Background: an optimization exercise with open tools, aiming at small area. Do not read the settings as production practice. Only simulation tests tie the RTL to the original design; equivalence was not proved. Power figures rest on the tool's default switching activity, not on a simulated workload.

==> module wwm_cfg, before the edit <==
module wwm_cfg (
  input  wire logic                          clk,
  input  wire logic                          rst,
  input  wire logic                          psel,
  input  wire logic                          penable,
  input  wire logic                          pwrite,
  input  wire logic [wwm_pkg::ADDR_BITS-1:0] paddr,
  input  wire logic [wwm_pkg::DATA_BITS-1:0] pwdata,
  output logic      [wwm_pkg::DATA_BITS-1:0] prdata,
  output logic                               pready,
  output wwm_pkg::cfg_t                      cfg
);
  logic [wwm_pkg::REG_BITS-1:0]  reg_index;
  logic                          write_en;
  logic [wwm_pkg::DATA_BITS-1:0] wdata;
  logic [7:0]                    load;
  assign reg_index = paddr[wwm_pkg::ADDR_BITS-1:3];
  assign write_en  = psel & penable & pwrite;
  assign pready    = 1'b1;
  assign wdata = pwdata & {wwm_pkg::DATA_BITS{~rst}};
  for (genvar k = 0; k < 8; k++) begin : g_load
    assign load[k] = rst | (write_en & (reg_index == 3'(k)));
  end
  always_ff @(posedge clk) begin
    if (load[0]) cfg.pattern_bytes[0*64 +: 64] <= wdata;
    if (load[1]) cfg.pattern_bytes[1*64 +: 64] <= wdata;
    if (load[2]) cfg.pattern_bytes[2*64 +: 64] <= wdata;
    if (load[3]) cfg.pattern_bytes[3*64 +: 64] <= wdata;
    if (load[4]) cfg.pattern_length <= {wdata[wwm_pkg::LEN_BITS-1:1], wdata[0] | rst};
    if (load[5]) cfg.match_mode     <= wdata[0];
    if (load[6]) cfg.star_position  <= wdata[wwm_pkg::STAR_BITS-1:0];
  end
  logic [7:0] rsel;
  assign rsel = 8'(1) << reg_index;
  always_comb begin
    prdata = ({64{rsel[0]}} & cfg.pattern_bytes[0*64 +: 64])
           | ({64{rsel[1]}} & cfg.pattern_bytes[1*64 +: 64])
           | ({64{rsel[2]}} & cfg.pattern_bytes[2*64 +: 64])
           | ({64{rsel[3]}} & cfg.pattern_bytes[3*64 +: 64])
           | ({64{rsel[4]}} & wwm_pkg::DATA_BITS'(cfg.pattern_length))
           | ({64{rsel[5]}} & wwm_pkg::DATA_BITS'(cfg.match_mode))
           | ({64{rsel[6]}} & wwm_pkg::DATA_BITS'(cfg.star_position));
  end
endmodule
==> flow/config.mk <==
export PLATFORM = sky130hd
export DESIGN_NAME = wildcard_word_match_unit
export DESIGN_NICKNAME = wildcard_word_match_unit
export VERILOG_FILES = /design/flow/design.v
export SDC_FILE = /design/flow/constraint.sdc
export NUM_CORES = 4
export LEC_CHECK = 0
export CAP_MARGIN = 0
export CORE_MARGIN = 2
export CORE_UTILIZATION = 65
export CTS_BUF_LIST = sky130_fd_sc_hd__clkbuf_4
export CTS_CLUSTER_DIAMETER = 40
export CTS_CLUSTER_SIZE = 10
export PLACE_DENSITY = 0.75
export SLEW_MARGIN = 0
==> flow/constraint.sdc <==
create_clock -name core_clock -period 10.0 [get_ports {clk}]
set_input_delay 2.0000 -clock core_clock [delete_from_list [all_inputs] [get_ports {clk}]]
set_output_delay 2.0000 -clock core_clock [all_outputs]
set_load 0.01 [all_outputs]
standard.sh (not shown) runs the stock make flow with config.mk's settings and CLKGATE_MAP_FILE= SYNTH_SCRIPT=/design/flow/synth_recipe.tcl, a recipe that flattens the netlist after the stock synthesis.
==> flow/flow/run.sh <==
#!/bin/bash
# Layout flow: the standard ORFS flow with these changes:
#  - after the standard synthesis, the logic between registers is re-mapped
#    by ABC for area (registers keep their names, cells and connections),
#    from four seeds, keeping the smallest result;
#  - port buffers use the smallest buffer cell;
#  - the clock tree is built without dummy loads.
# Each tool's full output goes to a log file in this folder.
set -euo pipefail
here=$(pwd)
args=(
  "BUFFER_PORTS_ARGS=-buffer_cell sky130_fd_sc_hd__buf_1"
  "CTS_ARGS=-sink_clustering_enable -repair_clock_nets -sink_clustering_size 10 -sink_clustering_max_diameter 40 -buf_list sky130_fd_sc_hd__clkbuf_4 -dont_use_dummy_load"
)
bash standard.sh synth "${args[@]}" > make_synth.log 2>&1

res=$here/orfs/results/$FLOW_PLATFORM/wildcard_word_match_unit/base
cp "$res/1_2_yosys.v" "$here/standard_synth.v"
export RS_LIB=$FLOW_HOME/platforms/$FLOW_PLATFORM/lib/sky130_fd_sc_hd__tt_025C_1v80.lib
export RS_TOP=$FLOW_TOP
export RS_IN=$here/standard_synth.v
export RS_FFS="$(grep -o 'sky130_fd_sc_hd__[a-z0-9]*df[a-z0-9_]*' "$RS_IN" | sort -u | tr '\n' ' ')"
export RS_DONTUSE="$(for c in $(sed -n '/DONT_USE_CELLS/,/^$/p' "$FLOW_HOME/platforms/$FLOW_PLATFORM/config.mk" | grep -o 'sky130_fd_sc_hd__[a-z0-9_]*'); do printf -- '-dont_use %s ' "$c"; done)"
# ABC's resynthesis is run from four random seeds at once; the smallest
# netlist is kept.
for s in 0 1 2 3; do
  RS_OUT=$here/resynth$s.v RS_SCRIPT=$here/flow/area$s.abc \
    yosys -c "$here/flow/resynth.tcl" > yosys_resynth$s.log 2>&1 &
done
wait
best=
best_area=
for s in 0 1 2 3; do
  a=$(grep "Chip area for module" yosys_resynth$s.log | tail -1 | awk '{print $NF}')
  if [[ -n "$a" && -s $here/resynth$s.v ]] && { [[ -z "$best" ]] || awk -v a="$a" -v b="$best_area" 'BEGIN{exit !(a < b)}'; }; then
    best=$s
    best_area=$a
  fi
done
echo "resynthesis seeds: kept $best, area $best_area" > resynth_choice.log
export RS_OUT=$here/resynth$best.v
yosys -c "$here/flow/check.tcl" > yosys_check.log 2>&1

cp "$RS_OUT" "$res/1_2_yosys.v"
rm -f "$res/1_synth.odb" "$res/1_synth.sdc"
bash standard.sh finish "${args[@]}" > make_finish.log 2>&1
Other scripts of this flow, unchanged in this note and not shown: flow/flow/area0.abc, flow/flow/area1.abc, flow/flow/area2.abc, flow/flow/area3.abc, flow/flow/check.tcl, flow/flow/resynth.tcl
The starting point completed with no timing, DRC or antenna violations.
Change:
--- a/flow/design.v
+++ b/flow/design.v
@@ -45,22 +45,29 @@
   logic [wwm_pkg::DATA_BITS-1:0] wdata;
   logic [7:0]                    load;
   assign reg_index = paddr[wwm_pkg::ADDR_BITS-1:3];
   assign write_en  = psel & penable & pwrite;
   assign pready    = 1'b1;
-  assign wdata = pwdata & {wwm_pkg::DATA_BITS{~rst}};
+  logic [7:0] take;
+  logic [7:0] keep;
   for (genvar k = 0; k < 8; k++) begin : g_load
     assign load[k] = rst | (write_en & (reg_index == 3'(k)));
-  end
-  always_ff @(posedge clk) begin
-    if (load[0]) cfg.pattern_bytes[0*64 +: 64] <= wdata;
-    if (load[1]) cfg.pattern_bytes[1*64 +: 64] <= wdata;
-    if (load[2]) cfg.pattern_bytes[2*64 +: 64] <= wdata;
-    if (load[3]) cfg.pattern_bytes[3*64 +: 64] <= wdata;
-    if (load[4]) cfg.pattern_length <= {wdata[wwm_pkg::LEN_BITS-1:1], wdata[0] | rst};
-    if (load[5]) cfg.match_mode     <= wdata[0];
-    if (load[6]) cfg.star_position  <= wdata[wwm_pkg::STAR_BITS-1:0];
+    assign take[k] = ~rst & write_en & (reg_index == 3'(k));
+    assign keep[k] = ~load[k];
+  end
+  assign wdata = pwdata;
+  always_ff @(posedge clk) begin
+    for (int k = 0; k < 4; k++) begin
+      cfg.pattern_bytes[k*64 +: 64] <= ({64{take[k]}} & wdata)
+                                     | ({64{keep[k]}} & cfg.pattern_bytes[k*64 +: 64]);
+    end
+    cfg.pattern_length <= ({wwm_pkg::LEN_BITS{take[4]}} & wdata[wwm_pkg::LEN_BITS-1:0])
+                        | ({wwm_pkg::LEN_BITS{keep[4]}} & cfg.pattern_length)
+                        | wwm_pkg::LEN_BITS'(rst);
+    cfg.match_mode     <= (take[5] & wdata[0]) | (keep[5] & cfg.match_mode);
+    cfg.star_position  <= ({wwm_pkg::STAR_BITS{take[6]}} & wdata[wwm_pkg::STAR_BITS-1:0])
+                        | ({wwm_pkg::STAR_BITS{keep[6]}} & cfg.star_position);
   end
   logic [7:0] rsel;
   assign rsel = 8'(1) << reg_index;
   always_comb begin
     prdata = ({64{rsel[0]}} & cfg.pattern_bytes[0*64 +: 64])
- The changed run finished with timing, DRC and antenna clean
- global-route usage increases by 6.5 points
- sequential cell count is unchanged
- power decreases by 19%
- core utilization increases by 0.18 points
- setup slack improves by 230 ps
- die area decreases by 4.0%
- clock-buffer cell count stays the same
- final cell count increases by 9.3%
- critical path depth decreases by 2
- cell area decreases by 3.4%
- sequential share of layout area decreases by 13 points
- area after synthesis decreases by 4.1%
- worst hold slack improves by 17 ps

-- static timing again, ports no longer ideal --
In the flow no input, the clock included, has a driving cell. The finished layouts below were timed again as built, in two steps. Step 1 assumes that a clkbuf_16 drives the clock port and a buf_2 every other input. Step 2 times the ports against the registers' clock, not the clock port: input delays grow and output delays shrink by t, the midpoint of the rising clock arrivals with the driver on. Three values: ideal, step 1, step 2; two values: the first two.
| run | shift t [ns] | setup WS [ns] | hold slack, ns | slew at the worst register clock pin (ns) | worst slew at a driven data input, ns |
|---|---|---|---|---|---|
| the first run | 0.721 | 1.646 / 1.674 / 0.953 | 0.446 / 0.446 / 0.446 | 0.11 / 0.11 | 0.04 |
| the second run | 0.734 | 1.879 / 1.902 / 1.167 | 0.462 / 0.462 / 0.462 | 0.12 / 0.12 | 0.06 |
After both steps setup and hold are still met in every run listed. For the second run, which loses most, drivers alone change the setup slack by +0.023 ns; drivers and shift together by -0.712 ns.
